What follows belongs to an exercise in optimizing a design on an open flow for small area and a short achievable clock period; a production flow would make more cautious choices.
Function was checked by simulation only, so behaviour that the tests miss may differ from the original.
Power and IR drop assume default switching activity.

==> flow/run.sh <==
#!/bin/bash
# synth_recipe.tcl (not shown) runs the flow's synth.tcl, then flattens the netlist and writes it again
# the make line also repeats each setting of config.mk as NAME=value (left out here)
make -C /OpenROAD-flow-scripts/flow DESIGN_CONFIG=/design/flow/config.mk WORK_HOME=/design/flow/orfs CLKGATE_MAP_FILE= SYNTH_SCRIPT=/design/flow/synth_recipe.tcl finish
==> flow/config.mk <==
export PLATFORM = sky130hd
export DESIGN_NAME = fabric_top
export DESIGN_NICKNAME = fabric_top
export VERILOG_FILES = /design/flow/design.v
export SDC_FILE = /design/flow/constraint.sdc
export NUM_CORES = 4
export LEC_CHECK = 0
export CAP_MARGIN = 20
export CORE_MARGIN = 2
export CORE_UTILIZATION = 40
export SLEW_MARGIN = 20
==> flow/constraint.sdc <==
create_clock -name core_clock -period 5.0 [get_ports {clk_125}]
set_input_delay 1.0000 -clock core_clock [delete_from_list [all_inputs] [get_ports {clk_125}]]
set_output_delay 1.0000 -clock core_clock [all_outputs]
set_load 0.01 [all_outputs]
==> flow/design.v <==
`timescale 1ns/1ns
package fabric_pkg;
   typedef logic [15:0] data_t;
   typedef logic [15:0] addr_t;
   localparam addr_t GPIO_BASE    = 16'h0000;
   localparam addr_t EBR_BASE     = 16'h1000;
   localparam int    REGION_WORDS = 256;
   localparam int    OFS_BITS     = $clog2(REGION_WORDS);
   typedef logic [OFS_BITS-1:0] ofs_t;
   localparam ofs_t GPIO_SW_OFS  = ofs_t'(0);
   localparam ofs_t GPIO_LED_OFS = ofs_t'(1);
   localparam int LED_WIDTH = 14;
   typedef logic [LED_WIDTH-1:0] led_t;
   localparam int    CMD_WRITE_BIT = 15;
   localparam data_t CPL_HDR_OK    = 16'h4A00;
   localparam data_t CPL_HDR_UR    = 16'h4A01;
   localparam int RING_LEN   = 32;
   localparam int RING_IDX_W = $clog2(RING_LEN);
   localparam int RING_NUM   = REGION_WORDS / RING_LEN;
   localparam int RING_SEL_W = $clog2(RING_NUM);
   localparam int REQ_W = 1 + 1 + 1 + OFS_BITS + 16;
   typedef enum logic [1:0] {IDLE, ADDR, DATA} rx_state_e;
endpackage
`timescale 1ns/1ns
module core_reset_seq #(
   parameter int RST_CYCLES = 128
) (
   input  logic clk_125,
   input  logic rstn,
   output logic core_rstn_o
);
   localparam int CNT_W = $clog2(RST_CYCLES + 1);
   logic [CNT_W-1:0] cnt_q;
   always_ff @(posedge clk_125 or negedge rstn) begin
      if (!rstn) begin
         cnt_q       <= '0;
         core_rstn_o <= 1'b0;
      end else if (cnt_q == CNT_W'(RST_CYCLES - 1)) begin
         core_rstn_o <= 1'b1;
      end else begin
         cnt_q <= cnt_q + CNT_W'(1);
      end
   end
endmodule
`timescale 1ns/1ns
module rx_req_parser (
   input  logic              clk_125,
   input  logic              rstn,
   input  fabric_pkg::data_t rx_data_i,
   input  logic              rx_st_i,
   input  logic              rx_end_i,
   output logic              push_o,      
   output logic              push_rd_o,   
   output logic              we_o,
   output logic              ram_o,       
   output logic              gpio_o,      
   output fabric_pkg::ofs_t  ofs_o,
   output logic              led_we_o     
);
   fabric_pkg::rx_state_e state_q;
   logic rd_push_q;
   logic wr_end;
   assign wr_end    = rx_end_i && !rx_st_i && (state_q == fabric_pkg::DATA);
   assign push_o    = rd_push_q || wr_end;
   assign push_rd_o = rd_push_q;
   assign led_we_o  = wr_end && gpio_o && (ofs_o == fabric_pkg::GPIO_LED_OFS);
   always_ff @(posedge clk_125 or negedge rstn) begin
      if (!rstn) begin
         state_q   <= fabric_pkg::IDLE;
         rd_push_q <= 1'b0;
      end else begin
         rd_push_q <= rx_end_i && !rx_st_i && (state_q == fabric_pkg::ADDR);
         if (rx_st_i) begin
            state_q <= fabric_pkg::ADDR;
         end else begin
            case (state_q)
               fabric_pkg::ADDR: begin
                  state_q <= rx_end_i ? fabric_pkg::IDLE : fabric_pkg::DATA;
               end
               fabric_pkg::DATA: begin
                  if (rx_end_i) begin
                     state_q <= fabric_pkg::IDLE;
                  end
               end
               default: begin
                  state_q <= fabric_pkg::IDLE;
               end
            endcase
         end
      end
   end
   always_ff @(posedge clk_125) begin
      if (rx_st_i) begin
         we_o <= rx_data_i[fabric_pkg::CMD_WRITE_BIT];
      end
      if (!rx_st_i && state_q == fabric_pkg::ADDR) begin
         ram_o  <= (rx_data_i[15:8] == fabric_pkg::EBR_BASE[15:8]);
         gpio_o <= (rx_data_i[15:8] == fabric_pkg::GPIO_BASE[15:8]);
         ofs_o  <= rx_data_i[7:0];
      end
   end
endmodule
`timescale 1ns/1ns
module gpio_regs (
   input  logic              clk_125,
   input  logic              rstn,
   input  logic              led_we_i,
   input  fabric_pkg::data_t wdata_i,
   input  logic              sel_i,
   input  fabric_pkg::ofs_t  ofs_i,
   output fabric_pkg::data_t rdata_o,
   input  logic [7:0]        switch_i,
   output fabric_pkg::led_t  led_o
);
   fabric_pkg::led_t led_n_q;
   always_ff @(posedge clk_125 or negedge rstn) begin
      if (!rstn) begin
         led_n_q <= '1;
      end else if (led_we_i) begin
         led_n_q <= ~wdata_i[fabric_pkg::LED_WIDTH-1:0];
      end
   end
   always_comb begin
      rdata_o = '0;
      if (sel_i && ofs_i == fabric_pkg::GPIO_SW_OFS)  rdata_o = 16'(switch_i);
      if (sel_i && ofs_i == fabric_pkg::GPIO_LED_OFS) rdata_o = {2'b00, ~led_n_q};
   end
   assign led_o = led_n_q;
endmodule
`timescale 1ns/1ns
module ebr_ram (
   input  logic                                  clk_125,
   output logic [fabric_pkg::RING_IDX_W-1:0]     phase_o,
   input  logic [fabric_pkg::RING_NUM-1:0]       wen_i,     
   input  fabric_pkg::data_t                     wdata_i,
   input  logic [fabric_pkg::RING_SEL_W-1:0]     rsel_i,
   output fabric_pkg::data_t                     rdata_o    
);
   localparam int L = fabric_pkg::RING_LEN;
   localparam int N = fabric_pkg::RING_NUM;
   logic [fabric_pkg::RING_IDX_W-1:0] phase_q;
   fabric_pkg::data_t head [N];
   always_ff @(posedge clk_125) begin
      phase_q <= phase_q + 1'b1;
   end
   assign phase_o = phase_q;
   for (genvar r = 0; r < N; r++) begin : g_ring
      logic [16*L-1:0] ring_q;
      always_ff @(posedge clk_125) begin
         ring_q <= {ring_q[16*(L-1)-1:0], wen_i[r] ? wdata_i : ring_q[16*L-1 -: 16]};
      end
      assign head[r] = ring_q[16*L-1 -: 16];
   end
   assign rdata_o = head[rsel_i];
endmodule
`timescale 1ns/1ns
module bus_stage #(
   parameter int Q_DEPTH = 7
) (
   input  logic              clk_125,
   input  logic              rstn,
   input  logic              push_i,
   input  logic [fabric_pkg::REQ_W-1:0] entry_i,
   input  logic              cpl_full_i,
   output logic              cpl_push_o,
   output logic              cpl_ur_o,
   output fabric_pkg::data_t cpl_data_o,
   output logic              wr_done_o
);
   localparam int PTR_W = $clog2(Q_DEPTH);
   localparam int CNT_W = $clog2(Q_DEPTH + 1);
   localparam int IW    = fabric_pkg::RING_IDX_W;
   localparam int SW    = fabric_pkg::RING_SEL_W;
   localparam int N     = fabric_pkg::RING_NUM;
   logic [fabric_pkg::REQ_W-1:0] q_mem [Q_DEPTH];
   logic [PTR_W-1:0]  wr_ptr_q;
   logic [PTR_W-1:0]  rd_ptr_q;
   logic [CNT_W-1:0]  q_count;
   logic              pop;
   localparam int TMR_W  = IW + 1;
   localparam int DONE_T = fabric_pkg::RING_LEN + 1;
   logic              cur_v;
   logic              cur_we;
   logic              cur_ram;
   logic              cur_ur;
   fabric_pkg::ofs_t  cur_ofs;
   fabric_pkg::data_t cur_data;
   logic [TMR_W-1:0]  tmr_q;
   logic              fire_q;
   logic              go;
   logic              done;
   logic [N-1:0]      wen_q;
   logic [IW-1:0]     phase;
   fabric_pkg::data_t ram_rdata;
   function automatic logic [PTR_W-1:0] ptr_next(input logic [PTR_W-1:0] p);
      if (p == PTR_W'(Q_DEPTH - 1)) begin
         ptr_next = '0;
      end else begin
         ptr_next = p + PTR_W'(1);
      end
   endfunction
   assign pop = (q_count != '0) && (!cur_v || done);
   always_ff @(posedge clk_125) begin
      if (push_i) begin
         q_mem[wr_ptr_q] <= entry_i;
      end
   end
   always_ff @(posedge clk_125 or negedge rstn) begin
      if (!rstn) begin
         wr_ptr_q <= '0;
         rd_ptr_q <= '0;
         q_count  <= '0;
      end else begin
         if (push_i) begin
            wr_ptr_q <= ptr_next(wr_ptr_q);
         end
         if (pop) begin
            rd_ptr_q <= ptr_next(rd_ptr_q);
         end
         q_count <= q_count + CNT_W'(push_i) - CNT_W'(pop);
      end
   end
   assign go   = cur_v && cur_ram && !tmr_q[IW] &&
                 (IW'(phase + IW'(1)) == ~cur_ofs[IW-1:0]);
   assign done = cur_v && (!cur_ram || tmr_q == TMR_W'(DONE_T)) && (cur_we || !cpl_full_i);
   always_ff @(posedge clk_125 or negedge rstn) begin
      if (!rstn) begin
         cur_v  <= 1'b0;
         tmr_q  <= '0;
         fire_q <= 1'b0;
         wen_q  <= '0;
      end else begin
         if (pop) begin
            cur_v <= 1'b1;
            tmr_q <= '0;
         end else begin
            if (done) begin
               cur_v <= 1'b0;
            end
            if (tmr_q != TMR_W'(DONE_T)) begin
               tmr_q <= tmr_q + TMR_W'(1);
            end
         end
         fire_q <= go;
         for (int r = 0; r < N; r++) begin
            wen_q[r] <= go && cur_we && (cur_ofs[IW+SW-1:IW] == SW'(r));
         end
      end
   end
   always_ff @(posedge clk_125) begin
      if (pop) begin
         {cur_we, cur_ram, cur_ur, cur_ofs, cur_data} <= q_mem[rd_ptr_q];
      end else if (fire_q && !cur_we) begin
         cur_data <= ram_rdata;
      end
   end
   ebr_ram u_ebr (
      .clk_125 (clk_125),
      .phase_o (phase),
      .wen_i   (wen_q),
      .wdata_i (cur_data),
      .rsel_i  (cur_ofs[IW+SW-1:IW]),
      .rdata_o (ram_rdata)
   );
   assign cpl_push_o = done && !cur_we;
   assign wr_done_o  = done && cur_we;
   assign cpl_ur_o   = cur_ur;
   assign cpl_data_o = cur_data;
endmodule
`timescale 1ns/1ns
module cpl_tx_engine #(
   parameter int TX_CREDITS = 4,
   parameter int CPL_DEPTH  = 7
) (
   input  logic              clk_125,
   input  logic              rstn,
   input  logic              cpl_valid_i,
   input  logic              cpl_ur_i,
   input  fabric_pkg::data_t cpl_data_i,
   input  logic              wr_done_i,
   output logic              cpl_full_o,
   output fabric_pkg::data_t tx_data_o,
   output logic              tx_st_o,
   output logic              tx_end_o,
   input  logic              tx_credit_i,
   output logic [1:0]        rx_credit_cnt_o
);
   localparam int PTR_W  = (CPL_DEPTH > 1) ? $clog2(CPL_DEPTH) : 1;
   localparam int CNT_W  = $clog2(CPL_DEPTH + 1);
   localparam int CRED_W = 16;
   logic              q_ur   [CPL_DEPTH];
   fabric_pkg::data_t q_data [CPL_DEPTH];
   logic [PTR_W-1:0]  wr_ptr_q;
   logic [PTR_W-1:0]  rd_ptr_q;
   logic [CNT_W-1:0]  q_count;
   logic [CRED_W-1:0] tx_credit_q;
   logic              push;
   logic              pop;
   logic              cpl_start;
   function automatic logic [PTR_W-1:0] ptr_next(input logic [PTR_W-1:0] p);
      if (p == PTR_W'(CPL_DEPTH - 1)) begin
         ptr_next = '0;
      end else begin
         ptr_next = p + PTR_W'(1);
      end
   endfunction
   assign push       = cpl_valid_i;
   assign cpl_full_o = (q_count == CNT_W'(CPL_DEPTH));
   assign cpl_start = (q_count != '0) && (tx_credit_q != '0) && !tx_st_o;
   assign pop       = tx_st_o;
   always_ff @(posedge clk_125) begin
      if (push) begin
         q_ur[wr_ptr_q]   <= cpl_ur_i;
         q_data[wr_ptr_q] <= cpl_data_i;
      end
   end
   always_ff @(posedge clk_125 or negedge rstn) begin
      if (!rstn) begin
         wr_ptr_q        <= '0;
         rd_ptr_q        <= '0;
         q_count         <= '0;
         tx_credit_q     <= CRED_W'(TX_CREDITS);
         tx_st_o         <= 1'b0;
         tx_end_o        <= 1'b0;
         rx_credit_cnt_o <= '0;
      end else begin
         if (push) begin
            wr_ptr_q <= ptr_next(wr_ptr_q);
         end
         if (pop) begin
            rd_ptr_q <= ptr_next(rd_ptr_q);
         end
         q_count     <= q_count + CNT_W'(push) - CNT_W'(pop);
         tx_credit_q <= tx_credit_q + CRED_W'(tx_credit_i) - CRED_W'(cpl_start);
         tx_st_o     <= cpl_start;
         tx_end_o    <= tx_st_o;
         rx_credit_cnt_o <= 2'(wr_done_i) + 2'(tx_st_o);
      end
   end
   always_ff @(posedge clk_125) begin
      if (cpl_start) begin
         tx_data_o <= q_ur[rd_ptr_q] ? fabric_pkg::CPL_HDR_UR : fabric_pkg::CPL_HDR_OK;
      end else begin
         tx_data_o <= q_data[rd_ptr_q];
      end
   end
endmodule
`timescale 1ns/1ns
module fabric_top #(
   parameter int RST_CYCLES = 128,
   parameter int TX_CREDITS = 4,
   parameter int CPL_DEPTH  = 7,
   parameter int Q_DEPTH    = 7
) (
   input  logic                              clk_125,
   input  logic                              rstn,
   input  fabric_pkg::data_t                 rx_data_i,
   input  logic                              rx_st_i,
   input  logic                              rx_end_i,
   output fabric_pkg::data_t                 tx_data_o,
   output logic                              tx_st_o,
   output logic                              tx_end_o,
   input  logic                              tx_credit_i,
   output logic [1:0]                        rx_credit_cnt_o,
   input  logic [7:0]                        switch_i,
   output logic [fabric_pkg::LED_WIDTH-1:0]  led_o
);
   logic  core_rstn;
   logic  cpl_valid;
   logic  cpl_ur;
   logic  cpl_full;
   fabric_pkg::data_t cpl_data;
   logic  wr_done;
   logic  push;
   logic  push_rd;
   logic  req_we;
   logic  req_ram;
   logic  req_gpio;
   fabric_pkg::ofs_t  req_ofs;
   logic  led_we;
   fabric_pkg::data_t gpio_rdata;
   fabric_pkg::data_t entry_data;
   core_reset_seq #(
      .RST_CYCLES (RST_CYCLES)
   ) u_rst (
      .clk_125     (clk_125),
      .rstn        (rstn),
      .core_rstn_o (core_rstn)
   );
   rx_req_parser u_parser (
      .clk_125   (clk_125),
      .rstn      (core_rstn),
      .rx_data_i (rx_data_i),
      .rx_st_i   (rx_st_i),
      .rx_end_i  (rx_end_i),
      .push_o    (push),
      .push_rd_o (push_rd),
      .we_o      (req_we),
      .ram_o     (req_ram),
      .gpio_o    (req_gpio),
      .ofs_o     (req_ofs),
      .led_we_o  (led_we)
   );
   gpio_regs u_gpio (
      .clk_125  (clk_125),
      .rstn     (core_rstn),
      .led_we_i (led_we),
      .wdata_i  (rx_data_i),
      .sel_i    (req_gpio),
      .ofs_i    (req_ofs),
      .rdata_o  (gpio_rdata),
      .switch_i (switch_i),
      .led_o    (led_o)
   );
   assign entry_data = push_rd ? gpio_rdata : rx_data_i;
   bus_stage #(
      .Q_DEPTH (Q_DEPTH)
   ) u_bus (
      .clk_125    (clk_125),
      .rstn       (core_rstn),
      .push_i     (push),
      .entry_i    ({req_we, req_ram, !(req_ram || req_gpio), req_ofs, entry_data}),
      .cpl_full_i (cpl_full),
      .cpl_push_o (cpl_valid),
      .cpl_ur_o   (cpl_ur),
      .cpl_data_o (cpl_data),
      .wr_done_o  (wr_done)
   );
   cpl_tx_engine #(
      .TX_CREDITS (TX_CREDITS),
      .CPL_DEPTH  (CPL_DEPTH)
   ) u_cpl_tx (
      .clk_125         (clk_125),
      .rstn            (core_rstn),
      .cpl_valid_i     (cpl_valid),
      .cpl_ur_i        (cpl_ur),
      .cpl_data_i      (cpl_data),
      .wr_done_i       (wr_done),
      .cpl_full_o      (cpl_full),
      .tx_data_o       (tx_data_o),
      .tx_st_o         (tx_st_o),
      .tx_end_o        (tx_end_o),
      .tx_credit_i     (tx_credit_i),
      .rx_credit_cnt_o (rx_credit_cnt_o)
   );
endmodule
==> reports/metrics.cfg <==
[run_status]
outcome = complete, no violations

[clock_tree]
clockRootBuffer = clkbuf_16
cts.sinks = 4543
cts_htree_levels = 5
cts_buffers = 409
cts_max_path_buffers = 4
clock_latency_ps = 970
cts_hold_buf = 0
clk_pin_slew_worst_paths_ps = 60
post_cts_buffers = 0
post_cts_resized = 0
cts_tree = yes

[routing]
wire_per_inst_um = 14.84
drt_first_iter_violations = 2151
wirelength_um = 143300
vias = 38670
vias_per_cell = 4.004
firstDrtPassIters = 5
post-route-drc-count = 0
ant_nets = 0

[sta]
fin_crit_sh_pct = 74.93
fin_skew_ps = 65.07
rsz0062_at_grt = no
fmax_mhz = 266.9
worst_pin_slew_ps = 1050
slew_headroom_pct = 29.97
tns_ps = 0
setup_viol = 0
layout_setup_ws_ps = 1253
hold_viol = 0
layout_min_cycle_time_ps = 3747
drv_slew = 0

[logic_synthesis]
ys_seq_area_share_pct = 92.55
avgSynthCellArea_um2 = 18.51
synth_edf_count = 346
yosys_warnings = 7
syn-cell-area_um2 = 102500
async_reset_ff_share_pct = 1.761
synthDistinctLibCells = 68
synth-seq-cells = 4543
syn_inst = 5536
syn_nets = 5599
ys.flop_type = dfxtp_1

[pwr]
p_leak_uw = 0.04738
clkPwrFrac_pct = 41.0
p_sw_uw = 16100
ir_worst_vdd_v = 0.0003691
p_seq_share_pct = 52.8
power_frac_comb_pct = 6.1
switching_share_pct = 21.97
intPower_uw = 57180
cellPowerDensity_nw_per_um2 = 607.5

[cells_and_area]
syn_to_final_growth_pct = 17.74
final_util_pct = 47.42
nets = 6027
drive_gt1_share_pct = 14.48
fill_cells = 20900

[floorplan]
die_w_um = 510.1
core_region_area_um2 = 254400
ios = 63
rows = 185
start_util_pct = 40.28
die_h_um = 510.1
die_area_um2 = 260200

[place]
port_buffers = 62
place_ws_ps = 1265
dp_hpwl_um = 80790
gp_congestion = 0.7458

[worst_setup_path]
crit_path_max_fanout = 14
cp.arrival_ps = 4550
cp-end-kind = register
setup.worst_path.start_class = register
cp.required_ps = 5800
crit_type = reg -> reg

[grt]
overflow = 0
grt_use_total_pct = 11.04
first_global_vias = 39130
grt_max_degree = 52
antenna_found_initial = 11
grt_first_pass_wirelength_um = 220800

[flow_run]
maxCapViolations = 0

[worst_hold_path]
hp-class = reg -> async

## path summary, 6_finish.rpt
check | start | to | slack, ps | cells past startpoint
worst min-delay path | u_rst.core_rstn_o | u_bus.wr_ptr_q[2] | 200 | 0
min in group core_clock | u_bus.u_ebr.g_ring[4].ring_q[304] | u_bus.u_ebr.g_ring[4].ring_q[320] | 270 | 0
worst min register to register | u_rst.core_rstn_o | u_bus.wr_ptr_q[2] | 200 | 0
worst max register to register | u_cpl_tx.tx_credit_q[2] | u_cpl_tx.tx_credit_q[10] | 1250 | 16
worst max-delay path | u_cpl_tx.tx_credit_q[2] | u_cpl_tx.tx_credit_q[10] | 1250 | 16
max in group asynchronous | u_rst.core_rstn_o | u_bus.wen_q[2] | 3610 | 1
## cell usage after synthesis (all sizes together), types with 31 or more instances
library cell     n  share of area [%]
clkbuf          53               0.19
a21oi           50               0.25
ha              31               0.38
o21ai          106               0.52
dfrtp           65                1.6
nand2          110               0.41
mux2           145                1.6
dfxtp         4117                 80
inv             53               0.19
mux2i           85               0.83
nor2            74               0.27
edfxtp         346                 10
mux4            51                1.1
## sequential cells by signal (all words and copies together) (netlist names), 5 cells and up
register                   count
u_cpl_tx.q_ur                  7
u_parser.ofs_o                 8
u_bus.u_ebr.g_ring.ring_q   4096
u_bus.q_mem                  189
u_cpl_tx.q_data              112
u_cpl_tx.tx_data_o            16
u_bus.u_ebr.phase_q            5
u_bus.cur_ofs                  8
u_bus.wen_q                    8
u_bus.cur_data                16
u_gpio.led_n_q                14
u_cpl_tx.tx_credit_q          16
u_rst.cnt_q                    8
u_bus.tmr_q                    6
## cells in the final DEF (no fill, tap or decap), types with 15 or more instances in the layout
cell type        netlist  layout
xnor2_1               20      20
edfxtp_1             346     346
clkdlybuf4s50_1        0      62
dfstp_2               15      15
o21ai_0              105     104
bufinv_16              0      18
clkbuf_8               0     101
dfrtp_1               65      56
nand2_1              109     109
mux2_2               145     145
o211ai_1              16      16
dfxtp_1             4117    4117
clkinv_2               0      64
nand3_1               19      19
inv_1                 52      53
mux4_2                51      51
a21oi_1               49      49
buf_4                  4      35
mux2i_1               85      85
clkbuf_1              53     100
nor2_1                74      72
clkbuf_16              0     413
ha_1                  31      31
## kinds of logic (layout without fill, tap and decap cells)
kind of cell | count (synthesis) | count (layout) | synth area share (%)
AOI/OAI and AO/OA | 234 | 234 | 1.391
adders and majority gates | 34 | 34 | 0.4372
buffers and inverters | 134 | 881 | 0.5239
muxes | 281 | 281 | 3.545
xor gates and xnor gates | 33 | 33 | 0.2967
other | 0 | 9 | 0
and+or+nand+nor | 277 | 277 | 1.252
DFF | 4543 | 4543 | 92.55
## metrics by stage
stage / instances / area [µm²] / power, µW / hold WS, ps
5_1_grt: 9650 / 120600 / 76160 / 231.8
3_3_place_gp: 8919 / 107300 / 43900 / 223.3
3_5_place_dp: 8919 / 107300 / 44070 / 235.1
4_1_cts: 9649 / 120600 / 74210 / 222.2
6_report: 9658 / 120600 / 73280 / 202.2
2_1_floorplan: 5536 / 102500 / 42080 / 309.6
## final cells by class
class                   count  area [µm²]  share of cell area (%)
diodes                      9       22.52                 0.01867
clock buffers             615       12110                   10.03
clock inverters           115        1215                   1.007
inverters                  53       198.9                  0.1649
multi-input cells         859        7133                   5.913
flip-flops and latches   4543       94840                   78.62
well taps                3366        4212                   3.491
repair buffers             98       903.4                  0.7489
## routing by layer
metal | vias to the layer above | GRT usage [%] | routed length, µm
met3 | 336 | 2.884 | 7230
met1 | 18590 | 15.51 | 70790
met5 | - | 0 | 0
met4 | 0 | 4.158 | 3929
met2 | 771 | 16.34 | 61330
li1 | 18980 | - | -
## power by group through the flow
stage | combinational, µW | clock, µW | sequential [µW]
after floorplan | 3210 | 0 | 38900
after global placement | 4410 | 0 | 39500
after detailed placement | 4520 | 0 | 39500
after CTS | 4540 | 30900 | 38800
after global routing | 4900 | 32500 | 38800
final | 4500 | 30100 | 38700
## critical path: stages, from the launching register on
cell      delay (ps)
dfstp_2          530
inv_1             50
ha_1             190
nand2_1           80
o41ai_2           90
inv_1            510
nand2b_1         220
nand2_1          120
ha_1             160
inv_1             60
fa_1             430
inv_1             70
a21oi_1           60
o21bai_1         280
a31oi_2          230
mux2i_1          160
or3_1            370

==> separate check: timing with driven ports <==
Ports are ideal in the flow. The routed layout listed here was re-timed in OpenROAD.
Step 1, drivers: a clkbuf_16 drives clk_125 and a buf_2 each remaining input, both assumed.
Step 2, shift: input delay + t, output delay - t, t = (earliest + latest rising clock arrival at the registers) / 2. This alone moves slack from input paths to output paths.
Three values: ideal ports, drivers, drivers and shift; two values: the first two.
shift t [ns]: 1.022
setup WS [ns]: 1.253 / 1.253 / 1.199
hold WS [ns]: 0.202 / 0.202 / 0.202
worst setup path at the end: input to register
worst slew at a driven data input, ns: 0.04
After both steps this run still meets setup and hold. The setup slack of this run moves by 0.000 ns with the drivers and by -0.054 ns with both steps.
